This design comes from an exercise in tuning for small area, a short achievable clock period and few clock cycles per item on the open sky130 flow, not from production work.
In this exercise RTL edits were held to simulation tests only and were not proved equivalent to the original.
Power is estimated from default activity; no workload was simulated.

===== design.v =====
`timescale 1ns / 1ps
`default_nettype none
package ksm_pkg;
    localparam int SLOTS      = 16;
    localparam int SLOT_W     = 4;
    localparam int CNT_W      = 5;
    localparam int KEY_W      = 64;
    localparam int STAMP_BITS = 32;
    localparam int CFG_W      = 5;
    localparam logic [CFG_W-1:0] OPEN_SLOTS_RST = CFG_W'(SLOTS);
    typedef struct packed {
        logic load;        
        logic scan_init;   
        logic scan_step;   
        logic finish;      
    } t_cmd;
    typedef struct packed {
        logic last_hit;    
        logic scan_end;    
        logic out_free;    
    } t_stat;
endpackage
`default_nettype wire
`timescale 1ns / 1ps
`default_nettype none
module ksm_ctrl (
    input  wire               i_clk,
    input  wire               i_rst_n,
    input  wire               i_in_valid,
    input  ksm_pkg::t_stat    i_stat,
    output logic              o_in_ready,
    output ksm_pkg::t_cmd     o_cmd
);
    localparam logic [1:0] S_IDLE = 2'd0;
    localparam logic [1:0] S_LOOK = 2'd1;
    localparam logic [1:0] S_SCAN = 2'd2;
    localparam logic [1:0] S_FIN  = 2'd3;
    logic [1:0] r_state;
    logic [1:0] n_state;
    always_ff @(posedge i_clk) begin
        if (!i_rst_n) begin
            r_state <= S_IDLE;
        end else begin
            r_state <= n_state;
        end
    end
    always_comb begin
        n_state         = r_state;
        o_cmd           = '0;
        o_in_ready      = 1'b0;
        case (r_state)
            S_IDLE: begin
                o_in_ready = i_rst_n;
                if (i_in_valid && i_rst_n) begin
                    o_cmd.load = 1'b1;
                    n_state    = S_LOOK;
                end
            end
            S_LOOK: begin
                o_cmd.scan_init = 1'b1;
                n_state = i_stat.last_hit ? S_FIN : S_SCAN;
            end
            S_SCAN: begin
                o_cmd.scan_step = 1'b1;
                if (i_stat.scan_end) begin
                    n_state = S_FIN;
                end
            end
            S_FIN: begin
                if (i_stat.out_free) begin
                    o_cmd.finish = 1'b1;
                    n_state      = S_IDLE;
                end
            end
            default: begin
                n_state = S_IDLE;
            end
        endcase
    end
endmodule
`default_nettype wire
`timescale 1ns / 1ps
`default_nettype none
module ksm_dp (
    input  wire                               i_clk,
    input  wire                               i_rst_n,
    input  ksm_pkg::t_cmd                     i_cmd,
    output ksm_pkg::t_stat                    o_stat,
    input  wire  [ksm_pkg::KEY_W-1:0]         i_key,
    input  wire                               i_row_counted,
    input  wire                               i_cfg_valid,
    input  wire  [ksm_pkg::CFG_W-1:0]         i_cfg_data,
    input  wire                               i_out_ready,
    output logic                              o_out_valid,
    output logic [ksm_pkg::SLOT_W-1:0]        o_slot,
    output logic                              o_slot_new,
    output logic                              o_slot_evicted,
    output logic [ksm_pkg::KEY_W-1:0]         o_evicted_key
);
    logic [ksm_pkg::KEY_W-1:0]      r_slot_key   [ksm_pkg::SLOTS];
    logic [ksm_pkg::STAMP_BITS-1:0] r_slot_stamp [ksm_pkg::SLOTS];
    logic [ksm_pkg::CFG_W-1:0]      r_open_slots;
    logic [ksm_pkg::CNT_W-1:0]      r_used;
    logic [ksm_pkg::KEY_W-1:0]      r_last_key;
    logic [ksm_pkg::SLOT_W-1:0]     r_last_slot;
    logic                           r_last_valid;
    logic [ksm_pkg::STAMP_BITS-1:0] r_row_count;
    logic [ksm_pkg::KEY_W-1:0]      r_key;
    logic                           r_counted;
    logic [ksm_pkg::CNT_W-1:0]      r_idx;
    logic                           r_found;
    logic [ksm_pkg::SLOT_W-1:0]     r_match;
    logic [ksm_pkg::SLOT_W-1:0]     r_best_idx;
    logic [ksm_pkg::STAMP_BITS-1:0] r_best_stamp;
    logic [ksm_pkg::KEY_W-1:0]      r_best_key;
    logic [ksm_pkg::SLOT_W-1:0]     scan_addr;
    logic                           in_range;
    logic                           cur_hit;
    logic                           last_hit;
    logic                           out_free;
    logic [ksm_pkg::CNT_W-1:0]      limit;
    logic                           fresh;
    logic [ksm_pkg::SLOT_W-1:0]     f_slot;
    logic                           f_new;
    logic                           f_evict;
    logic [ksm_pkg::KEY_W-1:0]      f_old_key;
    assign scan_addr = r_idx[ksm_pkg::SLOT_W-1:0];
    assign in_range  = (r_idx < r_used);
    assign cur_hit   = in_range && (r_slot_key[scan_addr] == r_key);
    assign last_hit  = r_last_valid && (r_last_key == r_key);
    assign out_free  = !o_out_valid || i_out_ready;
    assign o_stat.last_hit = last_hit;
    assign o_stat.scan_end = !in_range || cur_hit;
    assign o_stat.out_free = out_free;
    always_comb begin
        if (r_open_slots == '0) begin
            limit = ksm_pkg::CNT_W'(1);
        end else if (ksm_pkg::CNT_W'(r_open_slots) > ksm_pkg::CNT_W'(ksm_pkg::SLOTS)) begin
            limit = ksm_pkg::CNT_W'(ksm_pkg::SLOTS);
        end else begin
            limit = ksm_pkg::CNT_W'(r_open_slots);
        end
    end
    assign fresh = (r_used < limit);
    always_comb begin
        f_slot    = r_last_slot;
        f_new     = 1'b0;
        f_evict   = 1'b0;
        f_old_key = '0;
        if (!last_hit) begin
            if (r_found) begin
                f_slot = r_match;
            end else if (fresh) begin
                f_slot = r_used[ksm_pkg::SLOT_W-1:0];
                f_new  = 1'b1;
            end else begin
                f_slot    = r_best_idx;
                f_new     = 1'b1;
                f_evict   = 1'b1;
                f_old_key = r_best_key;
            end
        end
    end
    always_ff @(posedge i_clk) begin
        if (!i_rst_n) begin
            r_open_slots <= ksm_pkg::OPEN_SLOTS_RST;
            r_used       <= '0;
            r_last_slot  <= '0;
            r_last_valid <= 1'b0;
            r_row_count  <= '0;
            o_out_valid  <= 1'b0;
        end else begin
            if (i_cfg_valid) begin
                r_open_slots <= i_cfg_data;
            end
            if (o_out_valid && i_out_ready) begin
                o_out_valid <= 1'b0;
            end
            if (i_cmd.finish) begin
                o_out_valid <= 1'b1;
                if (!last_hit) begin
                    if (!r_found && fresh) begin
                        r_used <= r_used + ksm_pkg::CNT_W'(1);
                    end
                    r_last_slot  <= f_slot;
                    r_last_valid <= 1'b1;
                end
                if (r_counted && (r_row_count != '1)) begin
                    r_row_count <= r_row_count + ksm_pkg::STAMP_BITS'(1);
                end
            end
        end
    end
    always_ff @(posedge i_clk) begin
        if (i_cmd.load) begin
            r_key     <= i_key;
            r_counted <= i_row_counted;
        end
        if (i_cmd.scan_init) begin
            r_idx   <= '0;
            r_found <= 1'b0;
        end
        if (i_cmd.scan_step && in_range && !cur_hit) begin
            if ((r_idx == '0) || (r_slot_stamp[scan_addr] < r_best_stamp)) begin
                r_best_stamp <= r_slot_stamp[scan_addr];
                r_best_idx   <= scan_addr;
                r_best_key   <= r_slot_key[scan_addr];
            end
            r_idx <= r_idx + ksm_pkg::CNT_W'(1);
        end
        if (i_cmd.scan_step && cur_hit) begin
            r_found <= 1'b1;
            r_match <= scan_addr;
        end
        if (i_cmd.finish) begin
            o_slot         <= f_slot;
            o_slot_new     <= f_new;
            o_slot_evicted <= f_evict;
            o_evicted_key  <= f_old_key;
            if (!last_hit) begin
                if (!r_found) begin
                    r_slot_key[f_slot] <= r_key;
                end
                r_slot_stamp[f_slot] <= r_row_count;
                r_last_key           <= r_key;
            end
        end
    end
endmodule
`default_nettype wire
`timescale 1ns / 1ps
`default_nettype none
module key_slot_map_lru_evict (
    input  wire         i_clk,
    input  wire         i_rst_n,
    input  wire         i_s_tvalid,
    output logic        o_s_tready,
    input  wire  [63:0] i_s_tdata,    
    input  wire  [0:0]  i_s_tuser,    
    output logic        o_m_tvalid,
    input  wire         i_m_tready,
    output logic [71:0] o_m_tdata,    
    output logic [1:0]  o_m_tuser,    
    input  wire         i_cfg_valid,
    output logic        o_cfg_ready,
    input  wire  [4:0]  i_cfg_data    
);
    ksm_pkg::t_cmd  cmd;
    ksm_pkg::t_stat stat;
    logic [ksm_pkg::SLOT_W-1:0] slot;
    logic                       slot_new;
    logic                       slot_evicted;
    logic [ksm_pkg::KEY_W-1:0]  evicted_key;
    assign o_cfg_ready = i_rst_n;
    ksm_ctrl u_ctrl (
        .i_clk      (i_clk),
        .i_rst_n    (i_rst_n),
        .i_in_valid (i_s_tvalid),
        .i_stat     (stat),
        .o_in_ready (o_s_tready),
        .o_cmd      (cmd)
    );
    ksm_dp u_dp (
        .i_clk          (i_clk),
        .i_rst_n        (i_rst_n),
        .i_cmd          (cmd),
        .o_stat         (stat),
        .i_key          (i_s_tdata),
        .i_row_counted  (i_s_tuser[0]),
        .i_cfg_valid    (i_cfg_valid),
        .i_cfg_data     (i_cfg_data),
        .i_out_ready    (i_m_tready),
        .o_out_valid    (o_m_tvalid),
        .o_slot         (slot),
        .o_slot_new     (slot_new),
        .o_slot_evicted (slot_evicted),
        .o_evicted_key  (evicted_key)
    );
    assign o_m_tdata = {4'b0000, evicted_key, slot};
    assign o_m_tuser = {slot_evicted, slot_new};
endmodule
`default_nettype wire

===== run.sh =====
#!/bin/bash
# synth_recipe.tcl (not shown) runs the flow's synth.tcl, then flattens the netlist and writes it again
# the make line also repeats each setting of config.mk as NAME=value (left out here)
make -C /OpenROAD-flow-scripts/flow DESIGN_CONFIG=/design/flow/config.mk WORK_HOME=/design/flow/orfs CLKGATE_MAP_FILE= SYNTH_SCRIPT=/design/flow/synth_recipe.tcl finish

===== config.mk =====
export PLATFORM = sky130hd
export DESIGN_NAME = key_slot_map_lru_evict
export DESIGN_NICKNAME = key_slot_map_lru_evict
export VERILOG_FILES = /design/flow/design.v
export SDC_FILE = /design/flow/constraint.sdc
export NUM_CORES = 4
export LEC_CHECK = 0
export CAP_MARGIN = 20
export CORE_MARGIN = 2
export CORE_UTILIZATION = 40
export SLEW_MARGIN = 20

===== constraint.sdc =====
create_clock -name core_clock -period 8.0 [get_ports {i_clk}]
set_input_delay 1.6000 -clock core_clock [delete_from_list [all_inputs] [get_ports {i_clk}]]
set_output_delay 1.6000 -clock core_clock [all_outputs]
set_load 0.01 [all_outputs]

==> summary.txt <==
==> per-stage QoR <==
step	setup WS, ps	instance area, um2	total power, W	hold WS, ps
detailed placement	1942	80060	0.01938	485.5
finish	1945	86680	0.02837	502.9
global route	1531	86680	0.02940	502.5
CTS	1903	86640	0.02863	498.7
floorplan	3.985	75020	0.01687	433.7
global placement	1945	80040	0.01933	464.8
==> sequential cells by signal, summed over array words and instances, names as in the netlist, 5 cells and up, named ones only <==
name / count
u_dp.r_slot_key: 1024
u_dp.r_slot_stamp: 512
u_dp.o_evicted_key: 64
u_dp.r_best_key: 64
u_dp.r_key: 64
u_dp.r_last_key: 64
u_dp.r_best_stamp: 32
u_dp.r_row_count: 32
u_dp.r_idx: 5
u_dp.r_open_slots: 5
u_dp.r_used: 5
==> layer usage <==
layer	vias up	routed length (um)
met3	281	11030
li1	15962	-
met1	20085	81560
met4	0	5405
met2	1330	97800
met5	-	0
==> path summary, 6_finish.rpt <==
path                    endpoint
max          u_dp.r_best_key[13]
min          u_dp.r_last_slot[0]
max reg2reg  u_dp.r_best_key[13]
min reg2reg  u_dp.r_last_slot[0]
==> worst max-delay path, delay by kind of cell (launching register included) <==
kind,cells,cell delay (ps)
AND/OR/NAND/NOR,3,950
multiplexers,1,600
AO/OA/AOI/OAI,3,1510
XOR/XNOR,1,160
flip-flops,1,1050
buffers and inverters,3,1140
==> synth_stat cells (all sizes together), types with 18 or more instances <==
| library cell | number | share of area [%] |
|---|---|---|
| a21o | 18 | 0.18 |
| a21oi | 39 | 0.26 |
| a22oi | 56 | 0.56 |
| and2 | 70 | 0.58 |
| buf | 115 | 1.1 |
| clkbuf | 57 | 0.29 |
| dfxtp | 55 | 1.5 |
| edfxtp | 1844 | 74 |
| ha | 48 | 0.80 |
| inv | 70 | 0.35 |
| mux2 | 42 | 0.63 |
| mux2i | 247 | 3.3 |
| mux4 | 328 | 9.9 |
| nand2 | 96 | 0.49 |
| nand2b | 22 | 0.18 |
| nand3 | 38 | 0.25 |
| nand4 | 32 | 0.27 |
| nor2 | 132 | 0.66 |
| nor2b | 31 | 0.26 |
| nor3 | 22 | 0.15 |
| nor4 | 24 | 0.20 |
| o21ai | 55 | 0.37 |
| xnor2 | 76 | 0.89 |
| xor2 | 85 | 0.99 |
==> layout by cell type (no fill, tap or decap), types with 65 or more instances in the layout <==
cell type / n
and2_1: 70
buf_4: 115
clkbuf_16: 198
clkdlybuf4s50_1: 147
edfxtp_1: 1844
inv_1: 65
mux2i_1: 246
mux4_2: 328
nand2_1: 95
nor2_1: 97
xnor2_1: 76
xor2_1: 85
==> area by class of cell <==
type | instances | share of cell area [%]
clock inverter | 115 | 1.532
tap | 2480 | 3.580
multi-input combinational | 1650 | 20.15
inverter | 70 | 0.3104
timing repair buffer | 283 | 3.187
sequential | 1899 | 65.17
clock buffer | 255 | 6.067
==> power breakdown <==
group	internal [W]	switching, W
combinational	0.00302	0.00428
sequential	0.0114	0.000386
clock	0.00535	0.00393
total	0.0198	0.00860
==> cell families after synthesis <==
kind of cell             Yosys count  synth area share (%)
AO/OA/AOI/OAI                    288                 2.674
multiplexers                     617                 13.81
flip-flops                      1899                 75.38
AND/OR/NAND/NOR                  532                 3.684
XOR/XNOR                         161                 1.882
other                              1              0.005005
adder cells (fa/ha/maj)           48                0.8016
buffers and inverters            242                 1.765
==> flow_summary.toml <==
[worst_setup_path]
required_ps = 8410
endpoint_kind = "flip-flop"
rrSetupSlack_ps = 1950
worst_r2r_path_depth = 11
setup.worst_path.class = "reg2reg"
worst_path_most_repeated_cell = "buf_4"
worstPathArrival_ps = 6460
cp-start-kind = "flip-flop"
path_cells = "buf_4, buf_4, mux4_2, xor2_1, o41ai_1, nand4_1, a221o_1, or4_4, o21bai_4, nor4_4, buf_4"
cp_slowest_cell = "dfxtp_4"
max_stage_delay_ps = 1050
path_max_fanout = 61

[global_route]
overflow = 0
grt.total_usage_pct = 20.44
grt_pass1_wl_um = 281100
use_met3_pct = 2.818
grt_max_degree = 92
globalRoute.busiestLayer = "met2"
antenna_found_initial = 5
met2_usage_pct = 34.30
use_met1_pct = 27.74
first_global_vias = 38144

[logic_synthesis]
yosys.cell_types.count = 81
yosysWarnings = 2
synth_flop_cell = "edfxtp_1"
synth-seq-area-share_pct = 75.38
synth_cells = 3788
syn_area_um2 = 74920
ys_seq_elements = 1899
synthArstFlopShare_pct = 0
synth_edf_count = 1844
avgSynthCellArea_um2 = 19.78

[clock_tree]
cts-buffers-inserted = 196
cts_hold_buf = 0
postCtsResizedCells = 0
cts-root-buf = "clkbuf_16"
cts.sinks = 1899
cts_buffer_depth = 3
tritoncts = "done"
post_cts_buffers = 0
path_clk_slew_ps = 60
worstSkewPairLatency_ps = 860
h-tree-depth = 4

[run]
maxCapViolations = 0

[die]
dieArea_um2 = 190800
boundaryPins = 152
start_util_pct = 40.32
die_w_um = 436.8
die_height_um = 436.8
coreArea_um2 = 185800
rows = 158

[final_layout]
num_antenna_cells = 0
seq_area_um2 = 56490
fin_nets = 4223
num-fill-cells = 15535
finalCoreUtilization_pct = 46.64
fin_cells = 6752
area_growth_pct = 15.70
drive_gt1_share_pct = 20.11
multi_input_area_um2 = 17470

[timing]
rsz0062_at_grt = "false"
hold_viol = 0
max_slew_margin_pct = 26.37
worst_pin_slew_ps = 1101
period_share_pct = 75.69
slew_violations = 0
max_freq_mhz = 165.2
skew_ps = 51.99
setup_tns_ps = 0
min_period_ps = 6055
setup_viol_count_final = 0

[min_path]
worstHoldStart = "u_dp.r_last_slot[0]"
hold_class = "reg2reg"
holdPathStages = 2

[route]
vias_per_cell = 5.577
drt_iter0_drc = 3816
drt-total-wl_um = 195800
dr.pass1.iters = 6
remaining_drc_errors = 0
detail-route-antenna-nets = 0
num_vias = 37658
wl_per_cell_um = 29.00

[power]
leakagePower_nw = 27.81
ir_worst_vdd_mv = 0.2188
powerDensity_nw_per_um2 = 327.4

[placement]
port_buffers = 147
hpwl_um = 110400
dp_cells = 6381
gp_congestion = 0.8109

[run_status]
status = "no timing/DRC/antenna violations"
Testbench counts, summed over its fixed seeds: cycles 42,162, items 3,200.

re-timing with driven ports:
The flow's constraints put no driver on any port. The routed layout listed below was extracted and timed again, unchanged, in two steps. Step 1 sets driving cells, clkbuf_16 on the clock port and buf_2 on the other inputs (assumed; they add their load-dependent delay and slew). Step 2 times the ports against the registers' clock, not the clock port: input delays grow and output delays shrink by t, the midpoint of the rising clock arrivals with the driver on. Slacks: no drivers / after step 1 / after step 2; pairs: no drivers / after step 1.
t, ns: 0.931
setup WS [ns]: 1.945 / 1.945 / 1.945
worst setup path after step 2: register to register
slew at the worst register clock pin (ns): 0.07 / 0.07
pins driven straight from the clock port: 1
After both steps setup and hold are still met in this run. For this run, drivers alone change the setup slack by 0.000 ns; drivers and shift together by 0.000 ns.
